What follows belongs to an exercise in optimizing a design on an open flow for small area, a short achievable clock period and few clock cycles per item; a production flow would make more cautious choices. Function was checked by simulation only, so behaviour that the tests miss may differ from the original.

==> build 29 <==
Design table_factor_log10, start of the top module:
module table_factor_log10 #(
	parameter int FACTOR_STAGES = tfl_pkg::FACTOR_STAGES_DEF
) (
	input  logic        clk,
	input  logic        arst_n,
	input  logic        s_axis_tvalid,
	output logic        s_axis_tready,
	input  logic [63:0] s_axis_tdata,    
	output logic        m_axis_tvalid,
	input  logic        m_axis_tready,
	output logic [31:0] m_axis_tdata,    
	output logic        m_axis_tuser     
);
	logic st_idle, st_bs, st_div, st_up, st_s1, st_rdy;
	logic [63:0] a_q;       
	logic [1:0]  rx_q;      
	logic [4:0]  d_q;       
	logic        z_q;       
	logic [3:0]  kc_q;      
	logic [2:0]  n1_q;      
	logic [1:0]  bit_q;     
	logic [3:0]  ix_q;      
	logic [4:0]  cnt_q;     
	logic q_load;           
	logic in_zero, in_above_ten, in_below_one;
	assign in_zero      = (s_axis_tdata == '0);
	assign in_above_ten = (s_axis_tdata > tfl_pkg::TEN_Q32);
	assign in_below_one = (s_axis_tdata[63:32] == '0);
	logic [1:0] n0;
	assign n0 = a_q[35] ? 2'd3 : a_q[34] ? 2'd2 : a_q[33] ? 2'd1 : 2'd0;
	logic [2:0]  jj;
	logic [35:0] s1p;
	assign jj  = ix_q[2:0];
	assign s1p = tfl_pkg::stage1_prod(n0, jj);
	logic [3:0]  kk;
	logic [29:0] p10d, p10h, p10l;
  ...
clock: 12.0 ns
lec_check: 0
cap_margin: 20
core_margin: 2
core_utilization: 55
place_density: 0.7
setup_slack_margin: 5
slew_margin: 20
run.sh (not shown) runs the stock make flow with config.mk's settings and CLKGATE_MAP_FILE= SYNTH_SCRIPT=/design/flow/synth_recipe.tcl, a recipe that flattens the netlist after the stock synthesis.
==> trial 65: changes against build 29 <==
--- a/flow/design.v
+++ b/flow/design.v
@@ -1274,28 +1274,21 @@
 	logic [3:0]  f_sel_q;    
 	logic [35:0] f_c_q;      
 	logic [35:0] f_m_q;      
 	logic [31:0] f_acc_q;    
 	logic [35:0] f_t;
 	logic        f_ok;
-	logic        f_new_q;    
-	logic        f_add_q;    
-	logic [3:0]  f_lsel_q;   
-	logic [35:0] f_m;
-	assign f_m = f_new_q ? q_m : f_m_q;
 	tfl_mul u_mul (
 		.c   (f_c_q),
-		.m   (f_m),
+		.m   (f_m_q),
 		.sel (f_sel_q),
 		.t   (f_t),
 		.ok  (f_ok)
 	);
 	logic [16:0] f_log;
-	logic [31:0] f_acc;
-	assign f_log = tfl_pkg::stage_log(f_lsel_q);
-	assign f_acc = f_acc_q + (f_add_q ? 32'(f_log) : 32'd0);
+	assign f_log = tfl_pkg::stage_log(f_sel_q);
 	logic [1:0] q_n0;
 	assign q_n0 = q_m[35] ? 2'd3 : q_m[34] ? 2'd2 : q_m[33] ? 2'd1 : 2'd0;
 	logic ovalid_q;
 	logic out_free;
 	logic f_last, f_fin;
 	assign out_free = !ovalid_q || m_axis_tready;
@@ -1308,39 +1301,27 @@
 		end else if (f_take) begin
 			f_busy_q <= 1'b1;
 		end else if (f_fin) begin
 			f_busy_q <= 1'b0;
 		end
 	end
-	always_ff @(posedge clk or negedge arst_n) begin
-		if (!arst_n) begin
-			f_new_q <= 1'b0;
-		end else begin
-			f_new_q <= f_take;
-		end
-	end
 	always_ff @(posedge clk) begin
 		if (f_take) begin
 			f_z_q   <= q_z;
+			f_m_q   <= q_m;
 			f_c_q   <= tfl_pkg::stage1_prod(q_n0, q_n1);
+			f_acc_q <= {{3{q_d[4]}}, q_d, tfl_pkg::stage01_log(q_n0, q_n1)};
 			f_sel_q <= 4'b0001;
 		end else if (f_busy_q && !f_z_q && !f_last) begin
 			if (f_ok) begin
 				f_c_q   <= f_t;
+				f_acc_q <= f_acc_q + 32'(f_log);
 			end else begin
 				f_sel_q <= {f_sel_q[2:0], 1'b0};
 			end
 		end
-		f_add_q  <= f_busy_q && !f_z_q && !f_last && f_ok;
-		f_lsel_q <= f_sel_q;
-		if (f_new_q) begin
-			f_m_q   <= q_m;
-			f_acc_q <= {{3{q_d[4]}}, q_d, tfl_pkg::stage01_log(q_n0, q_n1)};
-		end else begin
-			f_acc_q <= f_acc;
-		end
 	end
 	logic [31:0] log_q;
 	logic        stat_q;
 	always_ff @(posedge clk or negedge arst_n) begin
 		if (!arst_n) begin
 			ovalid_q <= 1'b0;
@@ -1349,13 +1330,13 @@
 		end else if (m_axis_tready) begin
 			ovalid_q <= 1'b0;
 		end
 	end
 	always_ff @(posedge clk) begin
 		if (out_free) begin
-			log_q  <= f_z_q ? '0 : f_acc;
+			log_q  <= f_z_q ? '0 : f_acc_q;
 			stat_q <= f_z_q;
 		end
 	end
 	assign s_axis_tready = st_idle;
 	assign m_axis_tvalid = ovalid_q;
 	assign m_axis_tdata  = log_q;
CORE_UTILIZATION = 60   (was 55)
PLACE_DENSITY = 0.72   (was 0.7)
==> comparison <==
Trial 65 finished but fails on max-capacitance violations, max-slew violations. Build 29 went through all stages and came out clean.
Between build 29 and trial 65, the lower via count is in build 29 (gap 1.3%, measured against trial 65).
In build 29 the synthesized cell count is larger than in trial 65, by about 1.8%.
In trial 65 the routed wire length is larger than in build 29, by about 5%.
Clock skew: build 29 is lower than trial 65 (18 ps).
First-iteration DRC count: trial 65 is larger than build 29 (about 8%).
Cell count: build 29 is larger than trial 65 (1.8%).
In trial 65 the die area is lower than in build 29, by 8.3%.
Between trial 65 and build 29, the lower final area is in build 29 (gap 2.7%, measured against build 29).
==> figures <==
| metric | build 29 | trial 65 |
|---|---|---|
| Run status | finished clean | failed layout checks |
| Violated checks | - | max-capacitance violations, max-slew violations |
| Fraction of final layout cells with drive strength greater than 1 | 11.9% | 13.2% |
| Final net count | 5,665 | 5,646 |
| Fill cell instance count of the final layout | 6,207 | 5,078 |
| CTS resizes | 200 | 180 |
| Sequential fraction of the synthesis area | 22.2% | 23.6% |
| Cell accounting for the most synthesized area | fa_1 | edfxtp_1 |
| Worst slack after detailed placement | 2830 ps | 2460 ps |
| Share of Yosys cell area claimed by the top area cell type | 15.5% | 19.8% |
| TritonCTS Buffers | 41 | 40 |
| Count of flip-flops with a built-in enable after synthesis | 196 | 264 |
| Clock Skew | 39.1 ps | 57.3 ps |
| Share of cell area taken by multi-input logic gates | 63.0% | 61.1% |
| Post-synthesis simple-gate area fraction | 16.4% | 16.7% |
| # clk buffers | 58 | 53 |
| Vias per cell | 6.61 | 6.81 |
| Final core area utilization | 64.4% | 72.0% |
| Slowest stage cell, crit path | or4_4 | fa_2 |
| Die Width | 274 um | 262 um |
| Pre-Repair DR Iteration Count | 7 | 9 |
Testbench counts of build 29, summed over its fixed seeds: cycles 42,445, items 1,920.
Testbench counts of trial 65, summed over its fixed seeds: cycles 42,445, items 1,920.


==> inputs of nickel <==
Another version of the RTL of table_factor_log10 (not shown whole).
==> flow/config.mk <==
export PLATFORM = sky130hd
export DESIGN_NAME = table_factor_log10
export DESIGN_NICKNAME = table_factor_log10
export VERILOG_FILES = /design/flow/design.v
export SDC_FILE = /design/flow/constraint.sdc
export NUM_CORES = 4
export LEC_CHECK = 0
export CAP_MARGIN = 20
export CORE_MARGIN = 2
export CORE_UTILIZATION = 40
export SETUP_SLACK_MARGIN = 5
export SLEW_MARGIN = 20
==> flow/constraint.sdc <==
create_clock -name core_clock -period 12.0 [get_ports {clk}]
set_input_delay 2.4000 -clock core_clock [delete_from_list [all_inputs] [get_ports {clk}]]
set_output_delay 2.4000 -clock core_clock [all_outputs]
set_load 0.01 [all_outputs]
==> indigo (differences from nickel) <==
--- a/flow/design.v
+++ b/flow/design.v
@@ -1089,21 +1089,31 @@
  wire pp_964 = pp_52 ^ c[35];
  wire pp_965 = pp_52 & c[35];
  wire [67:0] rs = {pp_54, pp_53, pp_964, pp_962, pp_960, pp_958, pp_956, pp_954, pp_952, pp_950, pp_948, pp_946, pp_944, pp_942, pp_940, pp_938, pp_936, pp_934, pp_932, pp_930, pp_928, pp_926, pp_924, pp_922, pp_920, pp_918, pp_916, pp_914, pp_912, pp_910, pp_908, pp_906, pp_904, pp_902, pp_900, pp_898, pp_896, pp_894, pp_892, pp_890, pp_888, pp_886, pp_884, pp_882, pp_880, pp_878, pp_876, pp_874, pp_872, pp_870, pp_868, pp_866, pp_864, pp_862, pp_860, pp_858, pp_856, pp_854, pp_852, pp_850, pp_848, pp_846, pp_844, pp_842, pp_840, pp_838, pp_330, pp_200};
  wire [67:0] rc = {1'b0, pp_965, pp_963, pp_961, pp_959, pp_957, pp_955, pp_953, pp_951, pp_949, pp_947, pp_945, pp_943, pp_941, pp_939, pp_937, pp_935, pp_933, pp_931, pp_929, pp_927, pp_925, pp_923, pp_921, pp_919, pp_917, pp_915, pp_913, pp_911, pp_909, pp_907, pp_905, pp_903, pp_901, pp_899, pp_897, pp_895, pp_893, pp_891, pp_889, pp_887, pp_885, pp_883, pp_881, pp_879, pp_877, pp_875, pp_873, pp_871, pp_869, pp_867, pp_865, pp_863, pp_861, pp_859, pp_857, pp_855, pp_853, pp_851, pp_849, pp_847, pp_845, pp_843, pp_841, pp_839, pp_837, pp_836, 1'b0};
  wire [30:0] lo = {1'b0, rs[29:0]} + {1'b0, rc[29:0]};
  wire        cin = lo[30];
- wire [36:0] th = {rs[65:30], 1'b1} + {rc[65:30], cin};
- assign t = th[36:1];
+ wire [35:0] th = rs[65:30] + rc[65:30];
+ wire [35:0] hp = rs[65:30] ^ rc[65:30];
+ wire [35:0] hpre;
+ assign hpre[0] = 1'b1;
+ genvar gi;
+ for (gi = 1; gi < 36; gi = gi + 1) begin : g_hpre
+  assign hpre[gi] = hpre[gi-1] & hp[gi-1];
+ end
+ assign t = th ^ (hpre & {36{cin}});
  wire [37:0] mm = {2'b00, m};
  wire [37:0] ns = ~rs[67:30];
  wire [37:0] nc = ~rc[67:30];
  wire [37:0] zp = mm ^ ns ^ nc;
  wire [37:0] zg = (mm & ns) | (mm & nc) | (ns & nc);
- wire [38:0] zsum = {zp, 1'b1} + {zg[36:0], 1'b1, ~cin};
- assign ok = ~zsum[38];
+ wire [38:0] za = {zp, 1'b1};
+ wire [38:0] zb = {zg[36:0], 1'b1, 1'b0};
+ wire [38:0] z0 = za + zb;
+ wire        zprop = &(za[37:1] ^ zb[37:1]);
+ assign ok = ~(z0[38] ^ (zprop & ~cin));
 endmodule
 module table_factor_log10 #(
 	parameter int FACTOR_STAGES = tfl_pkg::FACTOR_STAGES_DEF
 ) (
 	input  logic        clk,
 	input  logic        arst_n,
@@ -1120,48 +1130,53 @@
 	logic [1:0]  rx_q;      
 	logic [4:0]  d_q;       
 	logic        z_q;       
 	logic [3:0]  kc_q;      
 	logic [2:0]  n1_q;      
 	logic [1:0]  bit_q;     
+	logic [3:0]  ix_q;      
 	logic [4:0]  cnt_q;     
 	logic q_load;           
 	logic in_zero, in_above_ten, in_below_one;
 	assign in_zero      = (s_axis_tdata == '0);
 	assign in_above_ten = (s_axis_tdata > tfl_pkg::TEN_Q32);
 	assign in_below_one = (s_axis_tdata[63:32] == '0);
 	logic [1:0] n0;
 	assign n0 = a_q[35] ? 2'd3 : a_q[34] ? 2'd2 : a_q[33] ? 2'd1 : 2'd0;
 	logic [2:0]  jj;
 	logic [35:0] s1p;
-	assign jj  = n1_q | (3'd1 << bit_q);
+	assign jj  = ix_q[2:0];
 	assign s1p = tfl_pkg::stage1_prod(n0, jj);
 	logic [3:0]  kk;
-	logic [29:0] p10;
+	logic [29:0] p10d, p10h, p10l;
 	logic [31:0] dv_r4;
 	logic [32:0] sa1, sb1, sa2, sb2, sd1, sd2, sd3;
 	logic [1:0]  dv_q;
 	logic [29:0] dv_rem;
 	logic        cmp_ge;
-	assign kk    = kc_q | (4'd1 << bit_q);
-	assign p10   = tfl_pkg::pow10p1(st_div ? kc_q : kk);
+	assign kk    = ix_q;
+	assign p10d  = tfl_pkg::pow10p1(kc_q);
+	assign p10h  = tfl_pkg::pow10p1(kk);
+	assign p10l  = tfl_pkg::pow10p1(kk - 4'd1);
 	assign dv_r4 = {rx_q, a_q[63:34]};
-	assign sa1 = st_div ? {1'b0, dv_r4} : {1'b0, a_q[63:32]};
-	assign sb1 = st_div ? {3'b000, p10} : st_bs ? {3'b000, p10} : {29'd0, s1p[35:32]};
+	assign sa1 = st_div ? {1'b0, dv_r4} : st_up ? {1'b0, a_q[28:0], 3'b000} : {1'b0, a_q[63:32]};
+	assign sb1 = st_div ? {3'b000, p10d} : st_bs ? {3'b000, p10h} :
+	             st_up  ? {1'b0, ~a_q[30:0], 1'b1} : {29'd0, s1p[35:32]};
 	assign sd1 = sa1 - sb1;
 	assign sa2 = st_div ? {1'b0, dv_r4} : {1'b0, a_q[31:0]};
-	assign sb2 = st_div ? {2'b00, p10, 1'b0} :
-	             st_bs  ? {3'b000, tfl_pkg::pow10p1(kk - 4'd1)} : {1'b0, s1p[31:0]};
+	assign sb2 = st_div ? {2'b00, p10d, 1'b0} : st_bs ? {3'b000, p10l} : {1'b0, s1p[31:0]};
 	assign sd2 = sa2 - sb2;
 	assign sd3 = {1'b0, dv_r4} - {1'b0, tfl_pkg::pow10p1x3(kc_q)};
 	assign dv_q   = !sd3[32] ? 2'd3 : !sd2[32] ? 2'd2 : !sd1[32] ? 2'd1 : 2'd0;
 	assign dv_rem = !sd3[32] ? sd3[29:0] : !sd2[32] ? sd2[29:0] : !sd1[32] ? sd1[29:0] :
 	                dv_r4[29:0];
 	assign cmp_ge = !sd1[32] && ((sd1 != '0) || !sd2[32]) && (!st_bs || kk <= 4'd8);
+	logic [3:0]  up_hi;
 	logic [35:0] up_m;
-	assign up_m = {a_q[32:0], 3'b000} + {a_q[34:0], 1'b0};
+	assign up_hi = a_q[32:29] - {3'b111, ~a_q[31]} - {3'b000, sd1[32]};
+	assign up_m  = {up_hi, sd1[31:1], 1'b0};
 	always_ff @(posedge clk or negedge arst_n) begin
 		if (!arst_n) begin
 			st_idle <= 1'b1;
 			st_bs   <= 1'b0;
 			st_div  <= 1'b0;
 			st_up   <= 1'b0;
@@ -1202,18 +1217,20 @@
 			a_q   <= s_axis_tdata;
 			z_q   <= in_zero;
 			d_q   <= '0;
 			kc_q  <= '0;
 			n1_q  <= '0;
 			bit_q <= in_above_ten ? 2'd3 : 2'd2;
+			ix_q  <= in_above_ten ? 4'd8 : 4'd4;
 			cnt_q <= '0;
 			rx_q  <= '0;
 		end
 		if (st_bs) begin
 			if (cmp_ge) kc_q <= kk;
 			bit_q <= (bit_q == 2'd0) ? 2'd2 : bit_q - 2'd1;
+			ix_q  <= (bit_q == 2'd0) ? 4'd4 : ((cmp_ge ? kk : kc_q) | (4'd1 << (bit_q - 2'd1)));
 		end
 		if (st_div) begin
 			d_q   <= 5'(kc_q) + 5'd1;
 			{rx_q, a_q[63:36]} <= (cnt_q == 5'd17) ? '0 : dv_rem;
 			a_q[35:0] <= {a_q[33:0], dv_q};
 			cnt_q     <= cnt_q + 5'd1;
@@ -1222,21 +1239,22 @@
 			a_q[35:0] <= up_m;
 			d_q       <= d_q - 5'd1;
 		end
 		if (st_s1) begin
 			if (cmp_ge) n1_q <= jj;
 			bit_q <= bit_q - 2'd1;
+			ix_q  <= {1'b0, (cmp_ge ? jj : n1_q) | (3'd1 << (bit_q - 2'd1))};
 		end
 	end
 	logic        q_v;
 	logic [35:0] q_m;
 	logic [4:0]  q_d;
 	logic        q_z;
 	logic [2:0]  q_n1;
 	logic        f_take;
-	assign q_load = st_rdy && (!q_v || f_take);
+	assign q_load = st_rdy && !q_v;
 	always_ff @(posedge clk or negedge arst_n) begin
 		if (!arst_n) begin
 			q_v <= 1'b0;
 		end else if (q_load) begin
 			q_v <= 1'b1;
 		end else if (f_take) begin
@@ -1311,13 +1329,13 @@
 			ovalid_q <= 1'b1;
 		end else if (m_axis_tready) begin
 			ovalid_q <= 1'b0;
 		end
 	end
 	always_ff @(posedge clk) begin
-		if (f_fin) begin
+		if (out_free) begin
 			log_q  <= f_z_q ? '0 : f_acc_q;
 			stat_q <= f_z_q;
 		end
 	end
 	assign s_axis_tready = st_idle;
 	assign m_axis_tvalid = ovalid_q;
Settings changed: CORE_UTILIZATION 40 to 55, PLACE_DENSITY from default to 0.7.
==> comparison <==
In indigo the synthesized area is higher than in nickel, by about 1.5%. Die area: nickel is larger than indigo (35%). Of indigo and nickel, nickel has the higher cell area (gap 2.3%, measured against nickel). nickel completed with no timing, DRC or antenna violations. indigo went through all stages and came out clean. In nickel the first-iteration DRC count is higher than in indigo, by 12%.
Testbench counts of nickel, summed over its fixed seeds: cycles 42,364, items 1,920.
Testbench counts of indigo, summed over its fixed seeds: cycles 42,445, items 1,920.

-- port drivers added, routing unchanged --
The flow's constraints put no driver on any port. The routed layouts listed below were extracted and timed again, unchanged, in two steps. Step 1 sets driving cells, clkbuf_16 on the clock port and buf_2 on the other inputs (assumed; they add their load-dependent delay and slew). Step 2 moves the port delays by t, midway between the first and last clock arrival at a register: inputs arrive t later, outputs are due t later. That takes back most of the time a late clock gives input paths. Slacks: ideal / step 1 / step 2; pairs: ideal / step 1.
run | t (ns) | setup slack, ns | worst slew at a driven data input, ns | cell pins on the clock port's net
build 29 | 0.643 | 4.741 / 4.741 / 4.741 | 0.06 | 1
trial 65 | 0.664 | 4.901 / 4.901 / 4.901 | 0.08 | 1
nickel | 0.649 | 4.735 / 4.735 / 4.735 | 0.06 | 1
indigo | 0.672 | 5.033 / 5.033 / 5.033 | 0.05 | 1
